From an optimization exercise on the open Yosys and OpenROAD flow, aimed at small area, a short achievable clock period and few clock cycles per item; shortcuts taken in it are not production practice.
Where RTL was checked, it was by simulation tests only, not by an equivalence proof against the original.
The RTL of runs 1 to 4 was laid out without a check of its function.
No activity file was given, so power comes from the tool's default toggle rates.

File: flow/run.sh
#!/bin/bash
# synth_recipe.tcl (not shown) runs the flow's synth.tcl, then flattens the netlist and writes it again
# the make line also repeats each setting of config.mk as NAME=value (left out here)
make -C /OpenROAD-flow-scripts/flow DESIGN_CONFIG=/design/flow/config.mk WORK_HOME=/design/flow/orfs CLKGATE_MAP_FILE= SYNTH_SCRIPT=/design/flow/synth_recipe.tcl finish
File: flow/config.mk
export PLATFORM = sky130hd
export DESIGN_NAME = tone_prescaler_period_search_unit
export DESIGN_NICKNAME = tone_prescaler_period_search_unit
export VERILOG_FILES = /design/flow/design.v
export SDC_FILE = /design/flow/constraint.sdc
export NUM_CORES = 4
export LEC_CHECK = 0
export CAP_MARGIN = 20
export CORE_MARGIN = 2
export CORE_UTILIZATION = 40
export SLEW_MARGIN = 20
File: flow/constraint.sdc
create_clock -name core_clock -period 7.0 [get_ports {clk}]
set_input_delay 1.4000 -clock core_clock [delete_from_list [all_inputs] [get_ports {clk}]]
set_output_delay 1.4000 -clock core_clock [all_outputs]
set_load 0.01 [all_outputs]
File: flow/design.v
package tps_pkg;
  localparam int unsigned FREQ_W   = 24;
  localparam int unsigned PRESC_W  = 8;
  localparam int unsigned PERIOD_W = 16;
  localparam int unsigned MATCH_W  = 15;
  localparam int unsigned HZ_W     = 32;
  localparam int unsigned CFG_IDX_W  = 2;
  localparam int unsigned CFG_DATA_W = 32;
  localparam int unsigned X_W = 32;
  localparam int unsigned D_W = 24;
  localparam int unsigned ACT_W = 25;
  localparam logic [1:0] REG_CLOCK_HZ  = 2'd0;
  localparam logic [1:0] REG_PERIOD_LO = 2'd1;
  localparam logic [1:0] REG_PERIOD_HI = 2'd2;
  localparam logic [HZ_W-1:0]     CLOCK_HZ_RST  = 32'd80000000;
  localparam logic [PERIOD_W-1:0] PERIOD_LO_RST = 16'd50;
  localparam logic [PERIOD_W-1:0] PERIOD_HI_RST = 16'd65535;
endpackage
module tps_div (
  input  logic        clk,
  input  logic        rst,
  input  logic        ld,
  input  logic [31:0] ld_x,
  input  logic [23:0] ld_d,
  input  logic        ld_p1,
  input  logic        sh_wr,       
  input  logic [4:0]  sh_in,
  input  logic        none_in,
  input  logic [15:0] hi,
  input  logic [4:0]  bl_hi,
  input  logic [4:0]  bl_f,
  output logic        busy,
  output logic [31:0] quo,
  output logic [23:0] rem,
  output logic [23:0] dvs,
  output logic        nz,
  output logic        h16,
  output logic        gt
);
  logic [5:0] cnt;
  logic       p1;
  logic [4:0] sh;
  logic       none;
  logic       lt;
  logic [55:0] aligned;
  logic [5:0]  steps;
  assign aligned = {24'd0, ld_x} << sh;
  assign steps   = 6'd32 - {1'b0, sh};
  logic [24:0] rem_sh;
  logic [26:0] diff2;
  logic [25:0] diff;
  logic        qbit;
  assign rem_sh = {rem, quo[31]};
  assign diff2  = {1'b0, rem_sh, !p1} - {2'b0, dvs, 1'b1};
  assign diff   = diff2[26:1];
  assign qbit   = !diff[25];
  logic [47:0] hi_ext;
  logic        hb;
  assign hi_ext = {31'd0, hi, 1'b0} >> cnt;
  assign hb     = hi_ext[0];
  logic [6:0] nsh;
  assign nsh = 7'd31 - {2'b0, bl_f} + {1'b0, cnt};
  always_ff @(posedge clk) begin
    if (rst) begin
      cnt <= '0;
    end else if (ld) begin
      dvs <= ld_d;
      p1  <= ld_p1;
      nz  <= 1'b0;
      h16 <= 1'b0;
      gt  <= 1'b0;
      lt  <= ({1'b0, bl_hi} > steps);
      if (none) begin
        quo <= '0;
        cnt <= '0;
      end else begin
        rem <= aligned[55:32];
        quo <= aligned[31:0];
        cnt <= steps;
      end
    end else if (cnt != 0) begin
      cnt <= cnt - 6'd1;
      if (qbit) begin
        rem <= diff[23:0];
        quo <= {quo[30:0], 1'b1};
      end else begin
        rem <= rem_sh[23:0];
        quo <= {quo[30:0], 1'b0};
      end
      nz <= nz | qbit;
      if (qbit && cnt > 6'd16) h16 <= 1'b1;
      if (!gt && !lt) begin
        if (qbit && !hb) gt <= 1'b1;
        if (!qbit && hb) lt <= 1'b1;
      end
      if (qbit && !nz) begin
        sh   <= nsh[4:0];
        none <= (cnt > {1'b0, bl_f});
      end
    end
    if (sh_wr) begin
      sh   <= sh_in;
      none <= none_in;
    end
  end
  assign busy = (cnt != 0);
endmodule
module tone_prescaler_period_search_unit (
  input  logic                           clk,
  input  logic                           rst,
  input  logic                           wr_en,
  input  logic [tps_pkg::CFG_IDX_W-1:0]  wr_index,
  input  logic [tps_pkg::CFG_DATA_W-1:0] wr_data,
  input  logic                           req_valid,
  output logic                           req_ready,
  input  logic [tps_pkg::FREQ_W-1:0]     req_frequency,
  output logic                           rsp_valid,
  input  logic                           rsp_ready,
  output logic [tps_pkg::PRESC_W-1:0]    rsp_prescaler,
  output logic [tps_pkg::PERIOD_W-1:0]   rsp_period,
  output logic [tps_pkg::MATCH_W-1:0]    rsp_match,
  output logic [tps_pkg::HZ_W-1:0]       rsp_achieved_hz,
  output logic                           rsp_clamped,
  output logic                           rsp_silent
);
  localparam int unsigned ACT_W = tps_pkg::ACT_W;
  typedef enum logic [2:0] {
    S_IDLE, S_LOAD, S_WAIT, S_PREP, S_FIN, S_END
  } state_t;
  typedef enum logic [2:0] {
    J_C,      
    J_K,      
    J_PK,     
    J_PCLK,   
    J_PER,    
    J_ERR     
  } job_t;
  state_t state;
  job_t   job;
  logic [31:0] clock_hz;
  logic [15:0] period_lo;
  logic [15:0] period_hi;
  logic [23:0] freq;
  logic [4:0]  bl_f;
  logic [7:0]  p_cnt;
  logic        nofit;    
  logic        clamp;    
  logic        sil;      
  logic [ACT_W-1:0] act_q;
  function automatic logic [5:0] bitlen32(input logic [31:0] v);
    bitlen32 = 6'd0;
    for (int i = 0; i < 32; i++)
      if (v[i]) bitlen32 = 6'(i + 1);
  endfunction
  function automatic logic [4:0] bitlen24(input logic [23:0] v);
    bitlen24 = 5'd0;
    for (int i = 0; i < 24; i++)
      if (v[i]) bitlen24 = 5'(i + 1);
  endfunction
  function automatic logic [4:0] bitlen16(input logic [15:0] v);
    bitlen16 = 5'd0;
    for (int i = 0; i < 16; i++)
      if (v[i]) bitlen16 = 5'(i + 1);
  endfunction
  logic        div_ld;
  logic [31:0] div_x;
  logic [23:0] div_d;
  logic        div_p1;
  logic        sh_wr;
  logic [4:0]  sh_in;
  logic        none_in;
  logic        div_busy;
  logic [31:0] quo;
  logic [23:0] rem;
  logic [23:0] dvs;
  logic        q_nz;
  logic        q_h16;
  logic        q_gt;
  tps_div u_div (
    .clk     (clk),
    .rst     (rst),
    .ld      (div_ld),
    .ld_x    (div_x),
    .ld_d    (div_d),
    .ld_p1   (div_p1),
    .sh_wr   (sh_wr),
    .sh_in   (sh_in),
    .none_in (none_in),
    .hi      (period_hi),
    .bl_hi   (bitlen16(period_hi)),
    .bl_f    (bl_f),
    .busy    (div_busy),
    .quo     (quo),
    .rem     (rem),
    .dvs     (dvs),
    .nz      (q_nz),
    .h16     (q_h16),
    .gt      (q_gt)
  );
  logic out_free;
  logic accept;
  logic fin_go;      
  logic q0_main;     
  logic per_lo;      
  logic per_ge_f;    
  assign out_free = !rsp_valid || rsp_ready;
  assign fin_go   = (state == S_FIN) && (sil || clamp || !div_busy);
  assign req_ready = (state == S_IDLE) || (fin_go && !rsp_valid);
  assign accept   = req_valid && req_ready;
  assign q0_main  = !q_gt || nofit;
  assign per_lo   = !q_nz || (quo[15:0] < period_lo);
  assign per_ge_f = (freq[23:16] == '0) && (quo[15:0] >= freq[15:0]);
  assign rsp_match = rsp_period[15:1];
  assign rsp_achieved_hz = {7'd0, act_q};
  always_comb begin
    div_x  = clock_hz;
    div_d  = freq;
    div_p1 = 1'b0;
    if (state == S_WAIT && job == J_C) begin
      div_x = {8'd0, rem};
      div_d = quo[23:0];
    end else if (state == S_PREP || state == S_LOAD) begin
      unique case (job)
        J_K:    begin div_x = quo; div_d = {8'd0, period_hi}; div_p1 = 1'b1; end
        J_PK:   begin div_x = {8'd0, act_q[23:0]}; div_d = {16'd0, p_cnt}; div_p1 = 1'b1; end
        J_PCLK: begin div_d = {16'd0, p_cnt}; div_p1 = 1'b1; end
        J_PER:  begin div_x = quo; end
        J_ERR:  begin div_x = {8'd0, rem}; div_d = {8'd0, quo[15:0]}; end
        default: ;
      endcase
    end
  end
  logic [5:0] bl_x;
  logic [4:0] bl_rq;
  logic [6:0] s_prep;
  logic [6:0] s_acc;
  assign bl_x   = bitlen32(div_x);
  assign bl_rq  = bitlen24(req_frequency);
  assign s_prep = {1'b0, bl_x} - {2'b0, bitlen24(div_d)} + 7'd1;
  assign s_acc  = {1'b0, bl_x} - {2'b0, bl_rq} + 7'd1;
  always_comb begin
    sh_wr   = 1'b0;
    sh_in   = 5'(7'd32 - s_acc);
    none_in = s_acc[6] || (s_acc == 7'd0);
    if (state == S_PREP) begin
      sh_wr   = 1'b1;
      sh_in   = s_prep[5] ? 5'd0 : 5'(7'd32 - s_prep);
      none_in = s_prep[6] || (s_prep == 7'd0);
    end else if (accept) begin
      sh_wr = 1'b1;
    end
  end
  assign div_ld = (state == S_LOAD) ||
                  (state == S_WAIT && job == J_C && !div_busy && q_nz && q0_main && !q_h16);
  always_ff @(posedge clk) begin
    if (rst) begin
      clock_hz  <= tps_pkg::CLOCK_HZ_RST;
      period_lo <= tps_pkg::PERIOD_LO_RST;
      period_hi <= tps_pkg::PERIOD_HI_RST;
    end else if (wr_en) begin
      case (wr_index)
        tps_pkg::REG_CLOCK_HZ:  clock_hz  <= wr_data;
        tps_pkg::REG_PERIOD_LO: period_lo <= wr_data[15:0];
        tps_pkg::REG_PERIOD_HI: period_hi <= wr_data[15:0];
        default: ;
      endcase
    end
  end
  logic [ACT_W-1:0] add_b;
  logic [ACT_W-1:0] act;
  assign add_b = (state == S_END) ? act_q : ((state == S_FIN && !clamp) ? ACT_W'(quo) : '0);
  assign act   = {1'b0, freq} + add_b;
  always_ff @(posedge clk) begin
    if (rst) begin
      state     <= S_IDLE;
      rsp_valid <= 1'b0;
    end else begin
      if (rsp_valid && rsp_ready) rsp_valid <= 1'b0;
      if (accept) begin
        freq  <= req_frequency;
        bl_f  <= bl_rq;
        nofit <= 1'b0;
        job   <= J_C;
        sil   <= (req_frequency == '0);
      end
      unique case (state)
        S_IDLE: if (accept) state <= (req_frequency == '0) ? S_FIN : S_LOAD;
        S_LOAD: state <= S_WAIT;
        S_PREP: state <= S_LOAD;
        S_FIN: begin
          if (fin_go && out_free) begin
            rsp_valid     <= 1'b1;
            rsp_prescaler <= '0;
            rsp_period    <= sil ? 16'd0 : (clamp ? 16'hFFFF : dvs[15:0]);
            rsp_clamped   <= !sil && clamp;
            rsp_silent    <= sil;
            act_q         <= sil ? '0 : act;
            state         <= !accept ? S_IDLE :
                             (req_frequency == '0) ? S_FIN : S_LOAD;
          end
        end
        S_END: begin
          if (act_q == '1) begin
            nofit <= 1'b1;
            job   <= J_C;
            state <= S_PREP;
          end else begin
            rsp_valid   <= 1'b1;
            rsp_clamped <= 1'b0;
            rsp_silent  <= 1'b0;
            act_q       <= act;
            state       <= S_IDLE;
          end
        end
        S_WAIT: begin
          if (!div_busy) begin
            unique case (job)
              J_C: begin
                clamp <= q_h16;
                if (!q_nz) begin
                  sil   <= 1'b1;
                  state <= S_FIN;
                end else if (q0_main) begin
                  state <= S_FIN;
                end else if (quo[31:24] != '0) begin
                  nofit <= 1'b1;
                  state <= S_PREP;
                end else if (out_free) begin
                  act_q <= quo[24:0];
                  job   <= J_K;
                  state <= S_PREP;
                end
              end
              J_K: begin
                if (quo[31:8] != '0) begin
                  nofit <= 1'b1;
                  job   <= J_C;
                end else begin
                  p_cnt <= quo[7:0];
                  job   <= J_PK;
                end
                state <= S_PREP;
              end
              J_PK: begin
                if (per_lo) begin
                  nofit <= 1'b1;
                  job   <= J_C;
                  state <= S_PREP;
                end else if (per_ge_f) begin
                  rsp_valid     <= 1'b1;
                  rsp_prescaler <= p_cnt;
                  rsp_period    <= quo[15:0];
                  rsp_clamped   <= 1'b0;
                  rsp_silent    <= 1'b0;
                  act_q         <= {1'b0, freq};
                  state         <= S_IDLE;
                end else begin
                  act_q <= '1;
                  job   <= J_PCLK;
                  state <= S_PREP;
                end
              end
              J_PCLK: begin
                job   <= J_PER;
                state <= S_PREP;
              end
              J_PER: begin
                if (per_lo) begin
                  state <= S_END;
                end else begin
                  job   <= J_ERR;
                  state <= S_PREP;
                end
              end
              J_ERR: begin
                if (ACT_W'(quo) < act_q) begin
                  act_q         <= ACT_W'(quo);
                  rsp_period    <= dvs[15:0];
                  rsp_prescaler <= p_cnt;
                end
                if (!q_nz || p_cnt == 8'd255) begin
                  state <= S_END;
                end else begin
                  p_cnt <= p_cnt + 8'd1;
                  job   <= J_PCLK;
                  state <= S_PREP;
                end
              end
              default: state <= S_IDLE;
            endcase
          end
        end
        default: state <= S_IDLE;
      endcase
    end
  end
endmodule
==> results.py, run 1 <==
metrics = {
    "status": {
        "status": "finished clean",
    },
    "cts": {
        "numCtsBuffers": 31,
        "clk_path_buf_depth": 3,
        "cts_tree": "built",
        "path_clk_slew_ns": 0.07,
        "cts_root_buffer": "clkbuf_16",
        "cts_sinks": 259,
        "cts_hold_buf": 0,
        "ctsResizeCount": 0,
        "h-tree-depth": 1,
        "clk_latency_ns": 0.61,
        "post-cts-setup-buffer-count": 0,
    },
    "global_route": {
        "antenna_found_initial": 0,
        "grt_pass1_wl_microns": 132000,
        "met1_usage": 0.471,
        "met3_usage": 0.0667,
        "grt.total_usage": 0.335,
        "met2_usage": 0.500,
        "grt_remaining_overflow": 0,
        "grt_max_degree": 46,
        "globalRoute.busiestLayer": "met2",
        "grt_pass1_vias": 19148,
    },
    "critical_path": {
        "max_stage_delay_ns": 0.81,
        "regToRegEndpoint": "u_div.none",
        "start_kind": "flop",
        "critical_path_class": "flop to flop",
        "endpoint_kind": "flop",
        "cp_common_cell": "inv_1",
        "r2r_cells": 21,
        "path_max_fanout": 36,
        "crit_family": "compound AO/OA/AOI/OAI gates",
        "worstPathCellList": "nor2_1, o21a_1, a2bb2oi_1, nor2b_1, o311ai_1, nand3_1, a2111oi_0, o31a_1, ha_1, inv_1, ha_1, inv_1, fa_1, inv_1, a21o_1, a21oi_1, xnor2_1, inv_1, and3_1, o21ai_0, o211ai_1",
        "crit_required_ns": 7.31,
        "arrival_ns": 6.52,
        "slowest_stage": "edfxtp_1",
        "r2r_start": "job[1]",
        "crit_buf_inv": 4,
        "rrSetupSlack_ns": 0.79,
    },
    "logic_synthesis": {
        "synth.cell_area_sq_um": 20700,
        "ys_seq_area_frac": 0.340,
        "synth_edf_count": 185,
        "yosys_most_used_dff": "edfxtp_1",
        "yosys_warnings": 2,
        "ys_types": 94,
        "syn_avg_cell_area_sq_um": 8.55,
        "async_flop_share": 0,
        "synth-seq-cells": 259,
        "synthCells": 2420,
    },
    "die": {
        "die_w_microns": 231,
        "fp.coreArea_sq_um": 51200,
        "die_y_microns": 231,
        "die-area_sq_um": 53600,
        "rows": 83,
        "initial_utilization": 0.404,
        "io_pins": 138,
    },
    "min_path": {
        "min-delay-start": "period_lo[8]",
        "hp-class": "flop to flop",
        "whs_path_depth": 2,
        "whs_endpoint": "period_lo[8]",
    },
    "power_and_ir_drop": {
        "p_per_area_nw_per_um2": 439,
        "swShare": 0.498,
        "p_sw_uw": 5180,
        "intPower_uw": 5220,
        "ir_worst_vdd_mv": 0.242,
        "p_seq_frac": 0.270,
        "pwr-share-clk": 0.160,
        "power.leakage_uw": 0.00925,
        "pwr-share-comb": 0.570,
    },
    "sta": {
        "fin_hold_ws_ns": 0.459,
        "skew_ns": 0.0215,
        "setup_viol": 0,
        "fin_setup_tns_ns": 0,
        "layout_min_cycle_time_ns": 6.21,
        "timing.fmax_ghz": 0.161,
        "layout_setup_ws_ns": 0.786,
        "hold_violations": 0,
        "finalMaxSlewViolations": 0,
        "slew_headroom": 0.267,
        "fin_crit_sh": 0.888,
        "worst_pin_slew_ns": 1.10,
        "rsz0062_at_grt": "false",
    },
    "final_layout": {
        "final_common_cell": "nand2_1",
        "syn2layout_area_growth_pct": 14.5,
        "nets": 2701,
        "num-fill-cells": 4962,
        "fin_util": 0.463,
        "final_cell_mix": "nand2_1, edfxtp_1, a21oi_1",
        "drive_above_1_share": 0.0818,
        "antenna_cells": 0,
    },
    "detailed_routing": {
        "ant_nets": 0,
        "viasPerCell": 6.45,
        "drtPass1Iterations": 7,
        "num_vias": 20623,
        "routed_wl_microns": 92000,
        "drc": 0,
        "routedWlPerCell_microns": 28.8,
        "drt-initial-drc-count": 2901,
    },
    "place": {
        "dpl.hpwl_microns": 69900,
        "portBuffers": 130,
        "pre_cts_slack_ns": 0.958,
        "place.gp.congestion": 1.03,
    },
    "flow_run": {
        "max-cap-violations": 0,
    },
}
-- power groups by stage --
| stage | logic (uW) | registers, uW | clock network [uW] |
|---|---|---|---|
| 2_1_floorplan | 3880 | 2410 | 0 |
| 3_3_place_gp | 5650 | 2800 | 0 |
| 3_5_place_dp | 5700 | 2790 | 0 |
| 4_1_cts | 5730 | 2760 | 1690 |
| 5_1_grt | 6330 | 2780 | 1740 |
| 6_report | 5930 | 2810 | 1670 |
-- routing by layer --
metal,share of wire,vias to the layer above
met2,0.42,1271
met3,0.11,245
met5,0,-
met1,0.42,9947
met4,0.049,0
li1,-,9160
-- cell families (layout without fill, tap and decap cells) --
logic type | Yosys count | count (layout) | share of synthesized area
AOI/OAI and AO/OA | 774 | 774 | 0.254
xor gates and xnor gates | 68 | 68 | 0.0292
adders and majority gates | 145 | 145 | 0.0895
buffers and inverters | 313 | 405 | 0.0633
DFF | 259 | 259 | 0.340
muxes | 89 | 89 | 0.0519
other | 1 | 7 | 0.000181
and+or+nand+nor | 771 | 771 | 0.172
-- worst register-to-register path, delay by kind of cell, from the launching register on --
kind	cells	cell delay [ns]
AOI/OAI and AO/OA	9	2.51
xor gates and xnor gates	1	0.27
adders and majority gates	3	0.85
buffers and inverters	4	0.32
DFF	1	0.81
and+or+nand+nor	4	1.17
-- Yosys cell counts, drive strengths merged, types with 9 or more instances --
library cell / count / area, sq um
o21bai: 15 / 113
a22oi: 28 / 215
a22o: 12 / 114
nor2: 153 / 574
or2: 11 / 68.8
a222oi: 15 / 150
mux4: 12 / 270
nand2b: 27 / 169
a32oi: 20 / 175
a32o: 11 / 110
nand4: 14 / 87.6
or3: 10 / 62.6
inv: 159 / 597
xor2: 35 / 314
o31ai: 12 / 90.1
o22ai: 39 / 244
xnor2: 33 / 289
nor3: 72 / 365
and3: 27 / 169
nor4: 25 / 156
dfxtp: 74 / 1480
ha: 140 / 1750
clkbuf: 94 / 353
nand3: 55 / 275
o221ai: 21 / 184
o21ai: 178 / 891
o211ai: 38 / 285
nand2: 310 / 1160
o21a: 18 / 135
and2: 23 / 144
a211oi: 23 / 188
mux2: 24 / 274
a31oi: 26 / 163
nor2b: 26 / 163
o221a: 21 / 236
mux2i: 53 / 531
a21o: 51 / 383
o41ai: 9 / 78.8
edfxtp: 185 / 5560
buf: 59 / 354
a21oi: 166 / 831
-- through the flow --
| stage | cell area [sq um] | instances | total power [uW] |
|---|---|---|---|
| finish | 23700 | 3198 | 10400 |
| global route | 23700 | 3198 | 10800 |
| CTS | 23700 | 3197 | 10200 |
| detailed placement | 22600 | 3139 | 8480 |
| global placement | 22600 | 3139 | 8450 |
| floorplan | 20700 | 2426 | 6290 |
-- worst max path at each step --
| stage | from | to | slack [ns] | cells after the start |
|---|---|---|---|---|
| final | job[1] | u_div.none | 0.79 | 21 |
| after global routing | job[1] | u_div.none | 0.32 | 21 |
| after CTS | job[1] | u_div.none | 0.91 | 21 |
| after detailed placement | job[1] | u_div.none | 0.96 | 21 |
| after global placement | job[1] | u_div.none | 1.10 | 21 |
| after floorplan | u_div.cnt[0] | act_q[0] | 1.93 | 9 |
-- state kept, by name (all words and copies together) (netlist names), 3 cells and up --
register       count
rsp_period        16
u_div.quo         32
freq              24
clock_hz          32
p_cnt              8
period_lo         16
state              3
u_div.dvs         24
u_div.cnt          6
rsp_prescaler      8
bl_f               5
u_div.sh           5
act_q             25
job                3
period_hi         16
u_div.rem         24
-- final cells by class --
class / count / area, sq um / share of cell area
clock buffer: 46 / 968 / 0.0409
clock inverter: 12 / 77.6 / 0.00328
inverter: 160 / 602 / 0.0254
multi-input combinational: 1854 / 12400 / 0.524
sequential: 259 / 7040 / 0.297
tap: 680 / 851 / 0.0359
timing repair buffer: 187 / 1730 / 0.0730
==> run 2: changes to the inputs <==
--- a/flow/config.mk
+++ b/flow/config.mk
@@ -5,7 +5,9 @@
 export SDC_FILE = /design/flow/constraint.sdc
 export NUM_CORES = 4
 export LEC_CHECK = 0
+export ABC_CLOCK_PERIOD_IN_PS = 3000
 export CAP_MARGIN = 20
 export CORE_MARGIN = 2
 export CORE_UTILIZATION = 40
+export SETUP_SLACK_MARGIN = 3.5
 export SLEW_MARGIN = 20
==> run 2 against run 1 <==
Critical path depth rose by 1. Routed wire length grew 4.7%. Sequential power about the same. Combinational power is 32% higher. Largest power group unchanged. Still clean on timing, DRC and antenna. Largest cell class unchanged. Worst setup slack gained 1.3 ns. Sequential share of layout area down 4.1 points.
==> results.py, run 2 <==
metrics = {
    "power_and_ir_drop": {
        "ir_worst_vdd_mv": 0.332,
        "p_per_area_nw_per_um2": 452,
        "power.leakage_uw": 0.0107,
        "p_seq_frac": 0.223,
        "pwr-share-clk": 0.147,
        "swShare": 0.480,
        "intPower_uw": 6460,
        "p_sw_uw": 5970,
        "pwr-share-comb": 0.629,
    },
    "die": {
        "initial_utilization": 0.404,
        "io_pins": 138,
        "fp.coreArea_sq_um": 51200,
        "die_y_microns": 231,
        "die-area_sq_um": 53600,
        "die_w_microns": 231,
        "rows": 83,
    },
    "sta": {
        "timing.fmax_ghz": 0.205,
        "finalMaxSlewViolations": 0,
        "fin_setup_tns_ns": 0,
        "hold_violations": 0,
        "fin_crit_sh": 0.696,
        "setup_viol": 0,
        "rsz0062_at_grt": "true",
        "fin_hold_ws_ns": 0.459,
        "skew_ns": 0.0406,
        "layout_min_cycle_time_ns": 4.87,
        "slew_headroom": 0.267,
        "worst_pin_slew_ns": 1.10,
    },
    "logic_synthesis": {
        "synth.cell_area_sq_um": 20700,
        "synth_top_area_share": 0.269,
        "syn_avg_cell_area_sq_um": 8.55,
        "ys_seq_area_frac": 0.340,
        "async_flop_share": 0,
        "yosys_warnings": 2,
        "synth_xor_area_frac": 0.0292,
        "synth-compound-area-share": 0.254,
        "synthCells": 2420,
        "synth-simple-area-share": 0.172,
        "ys_types": 94,
        "yosysMostFrequentCell": "nand2_1",
        "synth_edf_count": 185,
        "muxShareOfSynthArea": 0.0520,
        "netlist.top_cell.by_area": "edfxtp_1",
        "synth_area_leaders": "edfxtp_1, ha_1, dfxtp_1",
        "synth_top_family_by_area": "compound AO/OA/AOI/OAI gates",
        "ys_top_cells_by_count": "nand2_1, edfxtp_1, a21oi_1, o21ai_0, inv_1",
        "synth-seq-cells": 259,
        "synth_fa_ha_area_frac": 0.0895,
        "yosys_most_used_dff": "edfxtp_1",
    },
    "global_route": {
        "grt.total_usage": 0.347,
        "grt_max_degree": 54,
        "grt_pass1_wl_microns": 137000,
        "grt_pass1_vias": 19966,
        "antenna_found_initial": 5,
        "grt_remaining_overflow": 0,
    },
    "detailed_routing": {
        "routedWlPerCell_microns": 28.4,
        "drc": 0,
        "ant_nets": 0,
        "num_vias": 21806,
        "viasPerCell": 6.43,
        "dr_wl_met2_microns": 40200,
        "drt-initial-drc-count": 2986,
        "route.met3.wl_microns": 11600,
        "routed_wl_microns": 96300,
        "met1_length_microns": 37900,
        "routed.top_layer": "met5",
        "drtPass1Iterations": 9,
    },
    "cts": {
        "cts_tree": "built",
        "cts_hold_buf": 0,
        "path_clk_slew_ns": 0.06,
        "h-tree-depth": 2,
        "numCtsBuffers": 34,
        "clk_path_buf_depth": 3,
        "cts_root_buffer": "clkbuf_16",
        "clk_latency_ns": 0.57,
        "cts_sinks": 259,
    },
    "critical_path": {
        "worstPathCellList": "buf_6, buf_12, buf_12, xor2_2, a32oi_1, o21a_2, and3_1, a211oi_1, o21ai_1, a21boi_1, o21ai_2, buf_4, ha_1, inv_2, ha_4, inv_2, fa_2, nand3_1, xnor2_1, nand2_1, o21ai_2, o22ai_1",
        "path_max_fanout": 7,
        "regToRegEndpoint": "u_div.sh[3]",
        "crit_buf_inv": 6,
        "slowest_stage": "fa_2",
        "r2r_start": "job[2]",
        "crit_required_ns": 7.24,
        "start_kind": "flop",
        "r2r_cells": 22,
        "critical_path_class": "flop to flop",
        "crit_family": "compound AO/OA/AOI/OAI gates",
        "max_stage_delay_ns": 0.56,
        "rrSetupSlack_ns": 2.13,
        "arrival_ns": 5.11,
        "endpoint_kind": "flop",
    },
    "final_layout": {
        "final_cell_mix": "nand2_1, edfxtp_1, buf_4",
        "syn2layout_area_growth_pct": 32.9,
        "final_common_cell": "nand2_1",
        "num-fill-cells": 4521,
        "largestRegisters": "clock_hz: 32 flops, u_div.quo: 32 flops, act_q: 25 flops",
        "drive_above_1_share": 0.240,
        "nets": 2893,
    },
    "flow_run": {
        "max-cap-violations": 0,
    },
    "min_path": {
        "whs_path_depth": 2,
        "hp-class": "flop to flop",
        "min-delay-start": "period_lo[3]",
        "whs_endpoint": "period_lo[3]",
    },
    "place": {
        "portBuffers": 130,
        "place.gp.congestion": 1.03,
        "dpl.hpwl_microns": 68000,
    },
    "status": {
        "status": "finished clean",
    },
}
-- run 2: cell counts after synthesis --
No cell type changed its count.
-- run 2: kinds of logic after synthesis --
| kind of cell | count (synthesis) |
|---|---|
| AOI/OAI and AO/OA | 774 |
| xor gates and xnor gates | 68 |
| adders and majority gates | 145 |
| buffers and inverters | 313 |
| DFF | 259 |
| muxes | 89 |
| other | 1 |
| and+or+nand+nor | 771 |
-- run 2: power groups by stage --
stage / Combinational, uW / Clock (uW) / Sequential [uW]
2_1_floorplan: 3930 / 0 / 2410
4_1_cts: 6740 / 1850 / 2730
6_report: 7820 / 1830 / 2780
5_1_grt: 8250 / 1900 / 2750
3_3_place_gp: 5630 / 0 / 2770
3_5_place_dp: 5690 / 0 / 2760
-- run 2: area by class of cell --
type / count / area (sq um) / share of cell area
multi-input combinational: 1864 / 14200 / 0.515
sequential: 259 / 7050 / 0.257
timing repair buffer: 365 / 3630 / 0.132
clock buffer: 40 / 947 / 0.0345
tap: 680 / 851 / 0.0310
inverter: 160 / 633 / 0.0230
clock inverter: 19 / 200 / 0.00728
timing repair inverter: 1 / 7.51 / 0.000273
antenna: 2 / 5.00 / 0.000182
-- run 2: what timing repair did --
item	CTS	global route
setup buffers	99	77
endpoints found under the setup margin	270	173
gates cloned	17	3
pin swaps	78	99
resized for setup	242	209
-- run 2: tightest hold or removal path, cell delays in order (launching register included) --
cell and delay [ns]:
dfxtp_1 0.31, nand2_1 0.05, a21oi_1 0.05
-- run 2: per-stage QoR --
step	cells	setup WS [ns]	util	total power, uW	cell area (sq um)
2_1_floorplan	2426	2.45	-	6340	20900
3_3_place_gp	3132	1.02	0.443	8410	22700
3_5_place_dp	3133	0.897	0.443	8450	22700
4_1_cts	3308	2.23	0.504	11300	25800
5_1_grt	3388	1.97	0.537	12900	27500
6_report	3390	2.13	0.537	12400	27500
-- run 2: how the worst max path moves through the flow --
stage | from | to | slack (ns) | cells after the start
2_1_floorplan | job[1] | u_div.none | 2.45 | 24
3_3_place_gp | state[1] | u_div.none | 1.02 | 22
3_5_place_dp | state[1] | u_div.none | 0.90 | 22
4_1_cts | job[1] | u_div.sh[4] | 2.23 | 21
5_1_grt | job[2] | u_div.none | 1.97 | 23
6_report | job[2] | u_div.sh[3] | 2.13 | 22
-- run 2: routing by layer --
layer  global-route usage  vias up
li1                     -     9569
met1                0.467    10396
met2                0.512     1483
met3               0.0871      348
met4                0.185       10
met5              0.00827        -
==> run 3: changes to the inputs <==
--- a/flow/design.v
+++ b/flow/design.v
@@ -58,8 +58,8 @@
   logic        hb;
   assign hi_ext = {31'd0, hi, 1'b0} >> cnt;
   assign hb     = hi_ext[0];
-  logic [6:0] nsh;
-  assign nsh = 7'd31 - {2'b0, bl_f} + {1'b0, cnt};
+  logic [5:0] nsh;
+  assign nsh = 6'd31 - {1'b0, bl_f} + cnt;
   always_ff @(posedge clk) begin
     if (rst) begin
       cnt <= '0;
@@ -142,6 +142,8 @@
   logic [15:0] period_hi;
   logic [23:0] freq;
   logic [4:0]  bl_f;
+  logic [5:0]  bl_c;     
+  logic [4:0]  bl_hi;
   logic [7:0]  p_cnt;
   logic        nofit;    
   logic        clamp;    
@@ -187,7 +189,7 @@
     .sh_in   (sh_in),
     .none_in (none_in),
     .hi      (period_hi),
-    .bl_hi   (bitlen16(period_hi)),
+    .bl_hi   (bl_hi),
     .bl_f    (bl_f),
     .busy    (div_busy),
     .quo     (quo),
@@ -230,23 +232,29 @@
       endcase
     end
   end
-  logic [5:0] bl_x;
   logic [4:0] bl_rq;
-  logic [6:0] s_prep;
   logic [6:0] s_acc;
-  assign bl_x   = bitlen32(div_x);
-  assign bl_rq  = bitlen24(req_frequency);
-  assign s_prep = {1'b0, bl_x} - {2'b0, bitlen24(div_d)} + 7'd1;
-  assign s_acc  = {1'b0, bl_x} - {2'b0, bl_rq} + 7'd1;
+  logic [6:0] s_prep;
+  assign bl_rq = bitlen24(req_frequency);
+  assign s_acc = {1'b0, bitlen32(clock_hz)} - {2'b0, bl_rq} + 7'd1;
+  always_comb begin
+    unique case (job)
+      J_K:     s_prep = {1'b0, bl_c} - {2'b0, bl_f} - {2'b0, bl_hi} + 7'd2;
+      J_PK,
+      J_PER:   s_prep = {2'b0, bl_hi};
+      J_PCLK:  s_prep = {1'b0, bl_c};
+      default: s_prep = {1'b0, bl_c} - {2'b0, bl_f} + 7'd1;
+    endcase
+  end
   always_comb begin
     sh_wr   = 1'b0;
     sh_in   = 5'(7'd32 - s_acc);
     none_in = s_acc[6] || (s_acc == 7'd0);
     if (state == S_PREP) begin
-      sh_wr   = 1'b1;
+      sh_wr   = (job != J_ERR);
       sh_in   = s_prep[5] ? 5'd0 : 5'(7'd32 - s_prep);
       none_in = s_prep[6] || (s_prep == 7'd0);
-    end else if (accept) begin
+    end else if (req_ready) begin
       sh_wr = 1'b1;
     end
   end
@@ -276,7 +284,9 @@
       rsp_valid <= 1'b0;
     end else begin
       if (rsp_valid && rsp_ready) rsp_valid <= 1'b0;
-      if (accept) begin
+      bl_c  <= bitlen32(clock_hz);
+      bl_hi <= bitlen16(period_hi);
+      if (req_ready) begin
         freq  <= req_frequency;
         bl_f  <= bl_rq;
         nofit <= 1'b0;
--- a/flow/config.mk
+++ b/flow/config.mk
@@ -9,5 +9,5 @@
 export CAP_MARGIN = 20
 export CORE_MARGIN = 2
 export CORE_UTILIZATION = 40
-export SETUP_SLACK_MARGIN = 3.5
+export SETUP_SLACK_MARGIN = 4.0
 export SLEW_MARGIN = 20
==> run 3 against run 2 <==
Clock power rose by 2%. Fmax increased by 16%. Register-to-register slack improved by 0.72 ns. Utilization grew 3.4 points. Critical endpoint is now u_div.sh[4]. Area after synthesis rose by 3.0%. Critical path depth down 1. Largest power group unchanged. Still clean on timing, DRC and antenna. Non-clock buffer count grew 155. Clock skew up 0.0016 ns. Cell area rose by 9.3%.
==> results.py, run 3 <==
metrics = {
    "global_route": {
        "grt_pass1_wl_microns": 142000,
        "grt_max_degree": 51,
        "grt_pass1_vias": 21532,
        "grt.total_usage": 0.342,
        "antenna_found_initial": 2,
        "grt_remaining_overflow": 0,
    },
    "die": {
        "die-area_sq_um": 55100,
        "die_w_microns": 235,
        "fp.coreArea_sq_um": 52700,
        "initial_utilization": 0.405,
        "rows": 84,
        "die_y_microns": 235,
        "io_pins": 138,
    },
    "sta": {
        "skew_ns": 0.0422,
        "finalMaxSlewViolations": 0,
        "layout_setup_ws_ns": 2.80,
        "worst_pin_slew_ns": 1.17,
        "fin_hold_ws_ns": 0.456,
        "fin_crit_sh": 0.600,
        "hold_violations": 0,
        "setup_viol": 0,
        "fin_setup_tns_ns": 0,
        "rsz0062_at_grt": "true",
        "slew_headroom": 0.218,
        "timing.fmax_ghz": 0.238,
        "layout_min_cycle_time_ns": 4.20,
    },
    "critical_path": {
        "worstPathCellList": "buf_8, nand2b_4, a21oi_2, o21bai_1, a21oi_1, o21bai_1, a21oi_1, o31ai_1, a221o_1, a221o_1, ha_2, ha_4, inv_2, fa_2, buf_4, buf_6, xor2_4, nand3_2, xor2_1, a22oi_1, o21ai_1",
        "regToRegEndpoint": "u_div.sh[3]",
        "slowest_stage": "a221o_1",
        "critical_path_class": "primary input to flop",
        "rrSetupSlack_ns": 2.85,
        "max_stage_delay_ns": 0.37,
        "arrival_ns": 4.51,
        "r2r_start": "clock_hz[0]",
        "path_max_fanout": 3,
        "crit_required_ns": 7.31,
        "r2r_cells": 22,
        "start_kind": "primary input",
        "endpoint_kind": "flop",
    },
    "final_layout": {
        "final-seq-area_sq_um": 7390,
        "fin_cells": 3564,
        "largestRegisters": "clock_hz: 32 flops, u_div.quo: 32 flops, act_q: 25 flops",
        "multi_input_area_sq_um": 14900,
        "num-fill-cells": 4442,
        "final_common_cell": "nand2_1",
        "syn2layout_area_growth_pct": 41.0,
        "final_cell_mix": "nand2_1, buf_4, edfxtp_1",
        "drive_above_1_share": 0.314,
        "antenna_cells": 0,
        "final_area_sq_um": 30000,
        "nets": 3067,
    },
    "detailed_routing": {
        "routedWlPerCell_microns": 28.3,
        "drt-initial-drc-count": 3284,
        "viasPerCell": 6.50,
        "routed_wl_microns": 101000,
        "drtPass1Iterations": 7,
        "drc": 0,
        "num_vias": 23155,
        "ant_nets": 0,
    },
    "place": {
        "portBuffers": 130,
        "pre_cts_slack_ns": 1.78,
        "place.gp.congestion": 1.01,
        "placed_cell_area_sq_um": 23300,
        "dpl.hpwl_microns": 68000,
        "place_inst": 3134,
    },
    "logic_synthesis": {
        "synthCells": 2434,
        "synth-seq-cells": 270,
        "yosys_warnings": 2,
        "ys_types": 97,
        "synth_top_area_share": 0.276,
        "ys_seq_area_frac": 0.346,
        "synth.cell_area_sq_um": 21300,
        "ys_top_cells_by_count": "nand2_1, edfxtp_1, a21oi_1, o21ai_0, inv_1",
        "netlist.top_cell.by_area": "edfxtp_1",
        "syn_avg_cell_area_sq_um": 8.75,
        "synth_edf_count": 196,
        "yosys_most_used_dff": "edfxtp_1",
        "async_flop_share": 0,
        "synth_area_leaders": "edfxtp_1, ha_1, dfxtp_1",
        "yosysMostFrequentCell": "nand2_1",
    },
    "cts": {
        "numCtsBuffers": 35,
        "cts_tree": "built",
        "cts_sinks": 270,
        "cts_hold_buf": 0,
        "clk_latency_ns": 0.57,
        "path_clk_slew_ns": 0.06,
        "cts_root_buffer": "clkbuf_16",
        "h-tree-depth": 2,
        "clk_path_buf_depth": 3,
    },
    "min_path": {
        "whs_endpoint": "period_lo[10]",
        "min-delay-start": "period_lo[10]",
        "whs_path_depth": 2,
        "hp-class": "flop to flop",
    },
    "status": {
        "status": "finished clean",
    },
    "power_and_ir_drop": {
        "ir_worst_vdd_mv": 0.223,
        "p_per_area_nw_per_um2": 454,
        "power.leakage_uw": 0.0119,
    },
    "flow_run": {
        "max-cap-violations": 0,
    },
}
[run 3: cell types whose count changed after synthesis, moves of 12 or more]
cell / before / now
clkbuf_1: 94 / 106
mux4_2: 12 / 29
o22ai_1: 39 / 26
o21ai_0: 158 / 170
o31ai_1: 12 / 24
a22o_1: 11 / 40
a21o_1: 51 / 39
o211ai_1: 38 / 24
[run 3: worst max-delay path by stage]
stage | cells past startpoint | startpoint | to | slack (ns)
final | 21 | req_frequency[1] | u_div.sh[4] | 2.80
after global routing | 22 | req_frequency[1] | u_div.none | 2.64
after CTS | 7 | u_div.cnt[0] | req_ready | 2.68
after detailed placement | 20 | req_frequency[2] | u_div.none | 1.78
after global placement | 22 | req_frequency[0] | u_div.none | 1.79
after floorplan | 21 | req_frequency[1] | u_div.none | 2.66
[run 3: what timing repair did]
item,CTS,global route
cloned,21,6
pin swaps,175,163
buffers inserted,243,98
endpoints found under the setup margin,310,223
resized for setup,405,216
[run 3: per-stage QoR]
stage	power, uW	utilization
after detailed placement	8890	0.443
after global placement	8800	0.443
after global routing	14100	0.571
after CTS	12400	0.536
after floorplan	6780	-
final	13600	0.571
[run 3: logic make-up after synthesis]
group | Yosys count | synth area share
and+or+nand+nor | 762 | 0.166
AOI/OAI and AO/OA | 769 | 0.245
xor gates and xnor gates | 71 | 0.0302
other | 1 | 0.000176
muxes | 86 | 0.0583
DFF | 270 | 0.346
buffers and inverters | 323 | 0.0634
adders and majority gates | 152 | 0.0914
[run 3: metal layers]
| metal | vias to the layer above | global-route usage | wire length [microns] |
|---|---|---|---|
| li1 | 9984 | - | - |
| met1 | 11116 | 0.433 | 37700 |
| met2 | 1634 | 0.516 | 43000 |
| met3 | 421 | 0.0905 | 12200 |
| met4 | 0 | 0.222 | 8080 |
| met5 | - | 0 | 0 |
[run 3: critical path: cells and delay by family]
| kind | cells | cell delay [ns] |
|---|---|---|
| fa+ha+maj | 3 | 0.56 |
| compound gates | 10 | 1.59 |
| xor+xnor | 2 | 0.33 |
| simple gates | 2 | 0.24 |
| buf+inv | 4 | 0.38 |
[run 3: power by group]
part	total, uW	switching [uW]	internal (uW)	leakage, uW
sequential	2890	563	2330	0.00245
clock	1870	761	1110	0.000562
combinational	8870	5060	3810	0.00892
[run 3: area by class of cell]
| cell class | count | share of cell area |
|---|---|---|
| timing repair inverter | 3 | 0.000666 |
| multi-input combinational | 1859 | 0.497 |
| clock inverter | 12 | 0.00558 |
| timing repair buffer | 520 | 0.168 |
| inverter | 163 | 0.0220 |
| sequential | 270 | 0.246 |
| tap | 688 | 0.0287 |
| clock buffer | 49 | 0.0329 |
==> run 4: changes to the inputs <==
--- a/flow/config.mk
+++ b/flow/config.mk
@@ -5,7 +5,7 @@
 export SDC_FILE = /design/flow/constraint.sdc
 export NUM_CORES = 4
 export LEC_CHECK = 0
-export ABC_CLOCK_PERIOD_IN_PS = 3000
+export ABC_AREA = 1
 export CAP_MARGIN = 20
 export CORE_MARGIN = 2
 export CORE_UTILIZATION = 40
==> run 4 against run 3 <==
Synthesized cell count increased by 11%. Cell count increased by 8.3%. Worst setup slack got worse by 0.12 ns. First-iteration DRC count increased by 4.4%. Critical path depth increased by 2. Combinational power increased by about 20%. Via count increased by 4.8%. Clock-buffer cell count decreased by 2. Clock power decreased by 5%. Sequential power about the same. Critical endpoint unchanged. Largest power group unchanged. Highest routed layer is now met5.
==> results.py, run 4 <==
metrics = {
    "status": {
        "status": "finished clean",
    },
    "die": {
        "die-area_sq_um": 53400,
        "fp.coreArea_sq_um": 51200,
        "rows": 83,
        "io_pins": 138,
        "initial_utilization": 0.403,
        "die_y_microns": 231,
        "die_w_microns": 231,
    },
    "global_route": {
        "grt_remaining_overflow": 0,
        "grt_max_degree": 55,
        "grt_pass1_wl_microns": 146000,
        "grt_pass1_vias": 22669,
        "grt.total_usage": 0.373,
        "antenna_found_initial": 5,
    },
    "critical_path": {
        "crit_required_ns": 7.29,
        "critical_path_class": "primary input to flop",
        "r2r_cells": 31,
        "start_kind": "primary input",
        "rrSetupSlack_ns": 2.84,
        "arrival_ns": 4.62,
        "regToRegEndpoint": "u_div.rem[11]",
        "endpoint_kind": "flop",
        "path_max_fanout": 3,
        "r2r_start": "state[1]",
        "crit_path_end": "u_div.sh[4]",
        "critPathLaunch": "req_frequency[4]",
    },
    "min_path": {
        "hp-class": "flop to flop",
        "min-delay-start": "period_lo[11]",
    },
    "logic_synthesis": {
        "netlist.top_cell.by_area": "edfxtp_1",
        "syn_avg_cell_area_sq_um": 7.65,
        "yosys_most_used_dff": "edfxtp_1",
        "synth-seq-cells": 270,
        "ys_top_cells_by_count": "nand2_1, inv_1, o21ai_0, edfxtp_1, a21oi_1",
        "yosysMostFrequentCell": "nand2_1",
        "synth_xor_area_frac": 0.0242,
        "synth_edf_count": 196,
        "synth_area_leaders": "edfxtp_1, nand2_1, ha_1",
        "synth_top_area_share": 0.285,
        "synth_fa_ha_area_frac": 0.0944,
        "synth_top_family_by_area": "compound AO/OA/AOI/OAI gates",
        "muxShareOfSynthArea": 0.0116,
        "yosys_warnings": 2,
        "synth-simple-area-share": 0.181,
        "synth-compound-area-share": 0.232,
        "ys_seq_area_frac": 0.357,
        "async_flop_share": 0,
        "synth.cell_area_sq_um": 20600,
        "synthCells": 2697,
        "ys_types": 69,
    },
    "power_and_ir_drop": {
        "total_power_uw": 15300,
        "intPower_uw": 7660,
        "p_per_area_nw_per_um2": 484,
        "swShare": 0.499,
        "p_sw_uw": 7620,
        "power.leakage_uw": 0.0131,
        "p_seq_frac": 0.190,
        "ir_worst_vdd_mv": 0.263,
        "pwr-share-clk": 0.117,
        "pwr-share-comb": 0.694,
    },
    "final_layout": {
        "multi_input_area_sq_um": 14700,
        "final_cell_mix": "nand2_1, inv_1, buf_4",
        "num-fill-cells": 4246,
        "syn2layout_area_growth_pct": 53.1,
        "nets": 3365,
        "final-seq-area_sq_um": 7390,
        "fin_util": 0.617,
        "largestRegisters": "clock_hz: 32 flops, u_div.quo: 32 flops, act_q: 25 flops",
        "final_common_cell": "nand2_1",
        "drive_above_1_share": 0.328,
    },
    "detailed_routing": {
        "ant_nets": 0,
        "viasPerCell": 6.29,
        "routed_wl_microns": 106000,
        "drt-initial-drc-count": 3428,
        "routedWlPerCell_microns": 27.5,
        "drtPass1Iterations": 10,
        "num_vias": 24270,
        "drc": 0,
    },
    "place": {
        "pre_cts_slack_ns": 1.40,
        "place.gp.congestion": 1.03,
        "portBuffers": 130,
        "dpl.hpwl_microns": 68800,
    },
    "sta": {
        "setup_viol": 0,
        "layout_min_cycle_time_ns": 4.32,
        "slew_headroom": 0.321,
        "timing.fmax_ghz": 0.231,
        "worst_pin_slew_ns": 1.02,
        "finalMaxSlewViolations": 0,
        "layout_setup_ws_ns": 2.68,
        "skew_ns": 0.0230,
        "fin_crit_sh": 0.618,
        "hold_violations": 0,
        "rsz0062_at_grt": "true",
        "fin_setup_tns_ns": 0,
    },
    "flow_run": {
        "max-cap-violations": 0,
    },
    "cts": {
        "clk_latency_ns": 0.58,
        "cts_sinks": 270,
        "h-tree-depth": 2,
        "cts_root_buffer": "clkbuf_16",
        "clk_path_buf_depth": 3,
        "path_clk_slew_ns": 0.06,
        "numCtsBuffers": 34,
        "cts_tree": "built",
    },
}
run 4: layer usage:
layer / global-route usage / up-vias / part of all wire
met4: 0.216 / 8 / 0.075
met5: 0.00827 / - / 0.00093
met2: 0.544 / 1751 / 0.42
met1: 0.478 / 11593 / 0.37
met3: 0.125 / 495 / 0.14
li1: - / 10423 / -
run 4: worst min path at each step:
| stage | end | cells after the start |
|---|---|---|
| after detailed placement | period_lo[11] | 2 |
| after floorplan | bl_c[5] | 0 |
| final | period_lo[11] | 2 |
| after global routing | period_lo[2] | 2 |
| after global placement | period_lo[10] | 2 |
| after CTS | period_lo[11] | 2 |
run 4: what timing repair did:
item	4_1_cts	5_1_grt
pin swaps	170	184
gates resized for setup	646	387
setup buffers	263	72
hold buffers	0	0
cloned	40	7
setup endpoints to repair	324	296
run 4: worst max-delay path, cell delays in order:
cell             delay [ns]
clkdlybuf4s15_1        0.23
nor2_2                 0.16
o21ai_1                0.10
a311oi_2               0.28
o31ai_1                0.10
nand3_1                0.10
nand2_1                0.06
nand3_1                0.08
nand3_2                0.08
a31oi_4                0.32
ha_4                   0.26
inv_2                  0.06
ha_4                   0.13
inv_2                  0.04
fa_2                   0.38
xnor2_2                0.17
nor3_2                 0.17
inv_1                  0.07
o21ai_1                0.11
inv_1                  0.08
buf_6                  0.11
nand2_2                0.04
a31oi_1                0.08
run 4: power by group through the flow:
| stage | clock network (uW) | logic [uW] | registers [uW] |
|---|---|---|---|
| detailed placement | 0 | 6000 | 2930 |
| global route | 1840 | 11000 | 2900 |
| CTS | 1790 | 8760 | 2830 |
| global placement | 0 | 5930 | 2930 |
| floorplan | 0 | 4080 | 2660 |
| finish | 1780 | 10600 | 2900 |
run 4: layout make-up:
cell class / count / share of cell area
clock inverters: 13 / 0.00313
clock buffers: 47 / 0.0314
multi-input cells: 1937 / 0.465
repair buffers: 529 / 0.187
repair inverters: 5 / 0.00131
well taps: 680 / 0.0269
diodes: 5 / 0.000396
flip-flops and latches: 270 / 0.234
inverters: 373 / 0.0508
run 4: logic make-up after synthesis:
logic type                 count (synthesis)
AOI/OAI and AO/OA                        800
xor gates and xnor gates                  57
adders and majority gates                152
buffers and inverters                    508
DFF                                      270
muxes                                     24
other                                      1
and+or+nand+nor                          885
run 4: metrics by stage:
stage | hold WS, ns | cell area (sq um) | instances
after CTS | 0.464 | 29200 | 3775
final | 0.461 | 31600 | 3859
after floorplan | 0.406 | 20900 | 2703
after global placement | 0.449 | 22700 | 3412
after detailed placement | 0.455 | 22700 | 3412
after global routing | 0.493 | 31600 | 3854
==> run 5: changes to the inputs <==
--- a/flow/design.v
+++ b/flow/design.v
@@ -37,29 +37,47 @@
   output logic        h16,
   output logic        gt
 );
-  logic [5:0] cnt;
+  logic [4:0] cnt;       
   logic       p1;
   logic [4:0] sh;
   logic       none;
   logic       lt;
+  logic [3:0]  sh2;
   logic [55:0] aligned;
   logic [5:0]  steps;
-  assign aligned = {24'd0, ld_x} << sh;
-  assign steps   = 6'd32 - {1'b0, sh};
-  logic [24:0] rem_sh;
-  logic [26:0] diff2;
-  logic [25:0] diff;
-  logic        qbit;
-  assign rem_sh = {rem, quo[31]};
-  assign diff2  = {1'b0, rem_sh, !p1} - {2'b0, dvs, 1'b1};
-  assign diff   = diff2[26:1];
-  assign qbit   = !diff[25];
-  logic [47:0] hi_ext;
-  logic        hb;
-  assign hi_ext = {31'd0, hi, 1'b0} >> cnt;
-  assign hb     = hi_ext[0];
+  assign sh2     = sh[4:1];
+  assign aligned = {24'd0, ld_x} << {sh2, 1'b0};
+  assign steps   = 6'd32 - {1'b0, sh2, 1'b0};
+  logic [24:0] rs1, rs2;
+  logic [26:0] d1w, d2w;
+  logic        qa, qb;
+  logic [23:0] r1, r2;
+  assign rs1 = {rem, quo[31]};
+  assign d1w = {1'b0, rs1, !p1} - {2'b0, dvs, 1'b1};
+  assign qa  = !d1w[26];
+  assign r1  = qa ? d1w[24:1] : rs1[23:0];
+  assign rs2 = {r1, quo[30]};
+  assign d2w = {1'b0, rs2, !p1} - {2'b0, dvs, 1'b1};
+  assign qb  = !d2w[26];
+  assign r2  = qb ? d2w[24:1] : rs2[23:0];
+  logic [49:0] hi_ext;
+  logic        hba, hbb;
+  assign hi_ext = {32'd0, hi, 2'b0} >> {cnt, 1'b0};
+  assign hba    = hi_ext[1];
+  assign hbb    = hi_ext[0];
+  logic [5:0] blq;
   logic [5:0] nsh;
-  assign nsh = 6'd31 - {1'b0, bl_f} + cnt;
+  assign blq = {cnt, 1'b0} - {5'd0, !qa};
+  assign nsh = 6'd31 - {1'b0, bl_f} + {cnt, 1'b0} - {5'd0, !qa};
+  logic gt1, lt1;
+  always_comb begin
+    gt1 = gt;
+    lt1 = lt;
+    if (!gt1 && !lt1) begin
+      if (qa && !hba) gt1 = 1'b1;
+      if (!qa && hba) lt1 = 1'b1;
+    end
+  end
   always_ff @(posedge clk) begin
     if (rst) begin
       cnt <= '0;
@@ -76,26 +94,23 @@
       end else begin
         rem <= aligned[55:32];
         quo <= aligned[31:0];
-        cnt <= steps;
+        cnt <= steps[5:1];
       end
     end else if (cnt != 0) begin
-      cnt <= cnt - 6'd1;
-      if (qbit) begin
-        rem <= diff[23:0];
-        quo <= {quo[30:0], 1'b1};
-      end else begin
-        rem <= rem_sh[23:0];
-        quo <= {quo[30:0], 1'b0};
-      end
-      nz <= nz | qbit;
-      if (qbit && cnt > 6'd16) h16 <= 1'b1;
-      if (!gt && !lt) begin
-        if (qbit && !hb) gt <= 1'b1;
-        if (!qbit && hb) lt <= 1'b1;
+      cnt <= cnt - 5'd1;
+      rem <= r2;
+      quo <= {quo[29:0], qa, qb};
+      nz  <= nz | qa | qb;
+      if ((qa || qb) && cnt > 5'd8) h16 <= 1'b1;
+      gt <= gt1;
+      lt <= lt1;
+      if (!gt1 && !lt1) begin
+        if (qb && !hbb) gt <= 1'b1;
+        if (!qb && hbb) lt <= 1'b1;
       end
-      if (qbit && !nz) begin
+      if ((qa || qb) && !nz) begin
         sh   <= nsh[4:0];
-        none <= (cnt > {1'b0, bl_f});
+        none <= (blq > {1'b0, bl_f});
       end
     end
     if (sh_wr) begin
@@ -149,20 +164,33 @@
   logic        clamp;    
   logic        sil;      
   logic [ACT_W-1:0] act_q;
-  function automatic logic [5:0] bitlen32(input logic [31:0] v);
-    bitlen32 = 6'd0;
-    for (int i = 0; i < 32; i++)
-      if (v[i]) bitlen32 = 6'(i + 1);
-  endfunction
-  function automatic logic [4:0] bitlen24(input logic [23:0] v);
-    bitlen24 = 5'd0;
-    for (int i = 0; i < 24; i++)
-      if (v[i]) bitlen24 = 5'(i + 1);
+  function automatic logic [5:0] msb32(input logic [31:0] v);
+    logic [15:0] n1; logic        p1 [16];
+    logic [7:0]  n2; logic [1:0]  p2 [8];
+    logic [3:0]  n3; logic [2:0]  p3 [4];
+    logic [1:0]  n4; logic [3:0]  p4 [2];
+    for (int i = 0; i < 16; i++) begin
+      n1[i] = v[2*i+1] | v[2*i];
+      p1[i] = v[2*i+1];
+    end
+    for (int i = 0; i < 8; i++) begin
+      n2[i] = n1[2*i+1] | n1[2*i];
+      p2[i] = n1[2*i+1] ? {1'b1, p1[2*i+1]} : {1'b0, p1[2*i]};
+    end
+    for (int i = 0; i < 4; i++) begin
+      n3[i] = n2[2*i+1] | n2[2*i];
+      p3[i] = n2[2*i+1] ? {1'b1, p2[2*i+1]} : {1'b0, p2[2*i]};
+    end
+    for (int i = 0; i < 2; i++) begin
+      n4[i] = n3[2*i+1] | n3[2*i];
+      p4[i] = n3[2*i+1] ? {1'b1, p3[2*i+1]} : {1'b0, p3[2*i]};
+    end
+    msb32 = {n4[1] | n4[0], n4[1] ? {1'b1, p4[1]} : {1'b0, p4[0]}};
   endfunction
-  function automatic logic [4:0] bitlen16(input logic [15:0] v);
-    bitlen16 = 5'd0;
-    for (int i = 0; i < 16; i++)
-      if (v[i]) bitlen16 = 5'(i + 1);
+  function automatic logic [5:0] bitlen32(input logic [31:0] v);
+    logic [5:0] m;
+    m = msb32(v);
+    bitlen32 = m[5] ? {1'b0, m[4:0]} + 6'd1 : 6'd0;
   endfunction
   logic        div_ld;
   logic [31:0] div_x;
@@ -232,11 +260,15 @@
       endcase
     end
   end
-  logic [4:0] bl_rq;
-  logic [6:0] s_acc;
+  logic [5:0] m_rq;
+  logic [5:0] m_c;
+  logic [4:0] sh_acc;
+  logic       none_acc;
+  assign m_rq     = msb32({8'd0, req_frequency});
+  assign m_c      = msb32(clock_hz);
+  assign sh_acc   = ~m_c[4:0] + m_rq[4:0];
+  assign none_acc = !m_c[5] || (m_rq[4:0] > m_c[4:0]);
   logic [6:0] s_prep;
-  assign bl_rq = bitlen24(req_frequency);
-  assign s_acc = {1'b0, bitlen32(clock_hz)} - {2'b0, bl_rq} + 7'd1;
   always_comb begin
     unique case (job)
       J_K:     s_prep = {1'b0, bl_c} - {2'b0, bl_f} - {2'b0, bl_hi} + 7'd2;
@@ -248,8 +280,8 @@
   end
   always_comb begin
     sh_wr   = 1'b0;
-    sh_in   = 5'(7'd32 - s_acc);
-    none_in = s_acc[6] || (s_acc == 7'd0);
+    sh_in   = sh_acc;
+    none_in = none_acc;
     if (state == S_PREP) begin
       sh_wr   = (job != J_ERR);
       sh_in   = s_prep[5] ? 5'd0 : 5'(7'd32 - s_prep);
@@ -285,10 +317,10 @@
     end else begin
       if (rsp_valid && rsp_ready) rsp_valid <= 1'b0;
       bl_c  <= bitlen32(clock_hz);
-      bl_hi <= bitlen16(period_hi);
+      bl_hi <= 5'(bitlen32({16'd0, period_hi}));
       if (req_ready) begin
         freq  <= req_frequency;
-        bl_f  <= bl_rq;
+        bl_f  <= m_rq[4:0] + 5'd1;
         nofit <= 1'b0;
         job   <= J_C;
         sil   <= (req_frequency == '0);
--- a/flow/config.mk
+++ b/flow/config.mk
@@ -5,7 +5,7 @@
 export SDC_FILE = /design/flow/constraint.sdc
 export NUM_CORES = 4
 export LEC_CHECK = 0
-export ABC_AREA = 1
+export ABC_CLOCK_PERIOD_IN_PS = 3000
 export CAP_MARGIN = 20
 export CORE_MARGIN = 2
 export CORE_UTILIZATION = 40
==> run 5 against run 4 <==
Utilization fell by 4.8 points. Clock power grew 6%. Fmax fell by 18%. Routed wire length shrank 0.54%. Via count decreased by 0.32%. First-iteration DRC count down 2.8%. Non-clock buffer count is the same. Area after synthesis up 7.2%. Combinational power rose by 27%. Worst setup slack got worse by 0.93 ns. Global-route usage fell by 2.2 points. Cell count down 1.8%.
==> results.py, run 5 <==
metrics = {
    "global_route": {
        "grt_remaining_overflow": 0,
        "grt_max_degree": 68,
        "antenna_found_initial": 6,
        "grt.total_usage": 0.351,
        "grt_pass1_vias": 22276,
        "grt_pass1_wl_microns": 148000,
    },
    "detailed_routing": {
        "drtPass1Iterations": 6,
        "drt-initial-drc-count": 3332,
        "routed_wl_microns": 106000,
        "drc": 0,
        "num_vias": 24192,
        "viasPerCell": 6.38,
        "routedWlPerCell_microns": 27.9,
        "ant_nets": 0,
    },
    "sta": {
        "fin_crit_sh": 0.751,
        "layout_setup_ws_ns": 1.75,
        "finalMaxSlewViolations": 0,
        "worst_pin_slew_ns": 1.11,
        "hold_violations": 0,
        "timing.fmax_ghz": 0.190,
        "slew_headroom": 0.249,
        "skew_ns": 0.0246,
        "rsz0062_at_grt": "true",
        "setup_viol": 0,
        "fin_setup_tns_ns": 0,
        "layout_min_cycle_time_ns": 5.25,
    },
    "cts": {
        "cts_tree": "built",
        "cts_sinks": 268,
        "clk_latency_ns": 0.57,
        "path_clk_slew_ns": 0.06,
        "cts_root_buffer": "clkbuf_16",
        "numCtsBuffers": 35,
        "h-tree-depth": 2,
        "clk_path_buf_depth": 3,
    },
    "logic_synthesis": {
        "synth.cell_area_sq_um": 22100,
        "async_flop_share": 0,
        "yosysMostFrequentCell": "nand2_1",
        "syn_avg_cell_area_sq_um": 8.38,
        "synth-seq-cells": 268,
        "synthCells": 2640,
        "yosys_warnings": 18,
        "ys_top_cells_by_count": "nand2_1, a21oi_1, nor2_1, edfxtp_1, o21ai_0",
        "synth_area_leaders": "edfxtp_1, ha_1, dfxtp_1",
        "netlist.top_cell.by_area": "edfxtp_1",
        "yosys_most_used_dff": "edfxtp_1",
        "synth_top_area_share": 0.265,
        "ys_seq_area_frac": 0.331,
        "synth_edf_count": 195,
        "ys_types": 97,
    },
    "power_and_ir_drop": {
        "total_power_uw": 18400,
        "p_per_area_nw_per_um2": 588,
        "power.leakage_uw": 0.0126,
        "ir_worst_vdd_mv": 0.326,
    },
    "critical_path": {
        "arrival_ns": 5.55,
        "critical_path_class": "flop to flop",
        "path_max_fanout": 5,
        "endpoint_kind": "flop",
        "start_kind": "flop",
        "crit_required_ns": 7.30,
    },
    "place": {
        "placed_cell_area_sq_um": 24300,
        "pre_cts_slack_ns": 0.863,
        "place.gp.congestion": 1.01,
        "portBuffers": 130,
        "dpl.hpwl_microns": 72000,
    },
    "final_layout": {
        "syn2layout_area_growth_pct": 41.2,
        "final_common_cell": "nand2_1",
        "final-seq-area_sq_um": 7340,
        "final_cell_mix": "nand2_1, buf_4, nor2_1",
        "nets": 3301,
        "drive_above_1_share": 0.303,
        "num-fill-cells": 4784,
        "largestRegisters": "clock_hz: 32 flops, u_div.quo: 32 flops, act_q: 25 flops",
        "multi_input_area_sq_um": 16000,
        "final_area_sq_um": 31200,
    },
    "die": {
        "rows": 86,
        "io_pins": 138,
        "initial_utilization": 0.403,
        "die-area_sq_um": 57200,
        "die_y_microns": 239,
        "fp.coreArea_sq_um": 54900,
        "die_w_microns": 239,
    },
    "status": {
        "status": "finished clean",
    },
    "flow_run": {
        "max-cap-violations": 0,
    },
    "min_path": {
        "hp-class": "flop to flop",
    },
}
==> run 5: changes by cell type after synthesis, moves of 33 or more <==
cell      before  now
inv_1        350  155
nand2_1      490  342
o21ai_1       96    8
nand3_1      115   59
o22ai_1       75   22
a21o_1         3   51
nor2_1       175  223
o221ai_1      53   15
a21oi_1      186  223
o21ai_0      220  185
mux2_2         0   34
xnor2_1       17   51
nor3_1        28   61
==> run 5: logic make-up after synthesis <==
group / synth area share
multiplexers: 0.0406
AND/OR/NAND/NOR: 0.181
XOR/XNOR: 0.0396
AO/OA/AOI/OAI: 0.242
adder cells (fa/ha/maj): 0.105
buffers and inverters: 0.0609
other: 0.000170
flip-flops: 0.331
==> run 5: worst paths after layout <==
| check | start | to | slack [ns] | depth (start not counted) |
|---|---|---|---|---|
| max | u_div.rem[15] | u_div.rem[23] | 1.75 | 23 |
| min | period_lo[3] | period_lo[3] | 0.46 | 2 |
| max reg2reg | u_div.rem[15] | u_div.rem[23] | 1.75 | 23 |
| min reg2reg | period_lo[3] | period_lo[3] | 0.46 | 2 |
==> run 5: layer usage <==
layer	global-route usage	wire length, microns
met1	0.453	40800
met2	0.533	44800
met3	0.0852	12000
met4	0.202	7900
met5	0	128
==> run 5: timing repair <==
item / 4_1_cts / 5_1_grt
endpoints found under the setup margin: 341 / 220
setup buffers: 235 / 113
resized for setup: 366 / 314
cloned: 14 / 5
hold buffers: 0 / 0
pin swaps: 124 / 131
==> run 5: report_power, final <==
part	internal (uW)	switching (uW)
clock network	1110	778
logic	5960	7500
registers	2430	596
total	9500	8880
==> run 5: per-stage QoR <==
stage | instances | hold WS, ns | util
5_1_grt | 3790 | 0.481 | 0.569
3_5_place_dp | 3358 | 0.449 | 0.442
3_3_place_gp | 3358 | 0.444 | 0.442
2_1_floorplan | 2646 | 0.421 | -
6_report | 3791 | 0.455 | 0.569
4_1_cts | 3671 | 0.457 | 0.527
==> run 5: area by class of cell <==
cell class,count,area share
antenna,2,0.000160
clock buffer,45,0.0313
clock inverter,19,0.00641
inverter,159,0.0205
multi-input combinational,2064,0.514
sequential,268,0.235
tap,704,0.0282
timing repair buffer,529,0.164
timing repair inverter,1,0.000240
==> run 5: worst max-delay path, stage by stage, from the launching register on <==
cell and delay (ns):
edfxtp_1 0.52, ha_1 0.45, and3_1 0.27, nand4_1 0.11, o211ai_1 0.18, buf_4 0.16
a31oi_4 0.12, buf_4 0.18, o21ai_4 0.24, buf_4 0.18, mux2_2 0.38, ha_4 0.31
and3_4 0.21, o211ai_1 0.14, a21boi_2 0.21, o31ai_4 0.11, a21oi_2 0.24, a311oi_4 0.06
buf_6 0.16, buf_4 0.13, buf_8 0.13, nand4_1 0.12, o41ai_2 0.10, a311o_1 0.28
Testbench counts of run 5, summed over its fixed seeds: cycles 7,632, items 576.

-- separate check: timing with driven ports --
Ports are ideal in the flow. The routed layouts listed here were re-timed in OpenROAD. Step 1 (the two cells are an assumption about what drives the block):
set clk [get_ports {clk}]
set_driving_cell -lib_cell sky130_fd_sc_hd__clkbuf_16 $clk
set_driving_cell -lib_cell sky130_fd_sc_hd__buf_2 [delete_from_list [all_inputs] $clk]
Step 2, shift: input delay + t, output delay - t, t = (earliest + latest rising clock arrival at the registers) / 2. This alone moves slack from input paths to output paths. Three values: ideal, step 1, step 2; two values: the first two.
| run | t, ns | setup WS [ns] | clock arrival spread, ns | worst data-port slew with drivers (ns) | cell pins on the clock port's net |
|---|---|---|---|---|---|
| run 1 | 0.656 | 0.786 / 0.786 / 0.786 | 0.021 / 0.022 | 0.04 | 1 |
| run 2 | 0.609 | 2.128 / 2.128 / 1.806 | 0.041 / 0.041 | 0.04 | 1 |
| run 3 | 0.605 | 2.799 / 2.817 / 2.211 | 0.043 / 0.043 | 0.05 | 1 |
| run 4 | 0.628 | 2.675 / 2.700 / 2.072 | 0.024 / 0.024 | 0.06 | 1 |
| run 5 | 0.622 | 1.746 / 1.746 / 1.746 | 0.024 / 0.024 | 0.05 | 1 |
After both steps setup and hold are still met in every run listed. The setup slack of run 4, which loses most, moves by +0.025 ns with the drivers and by -0.603 ns with both steps.
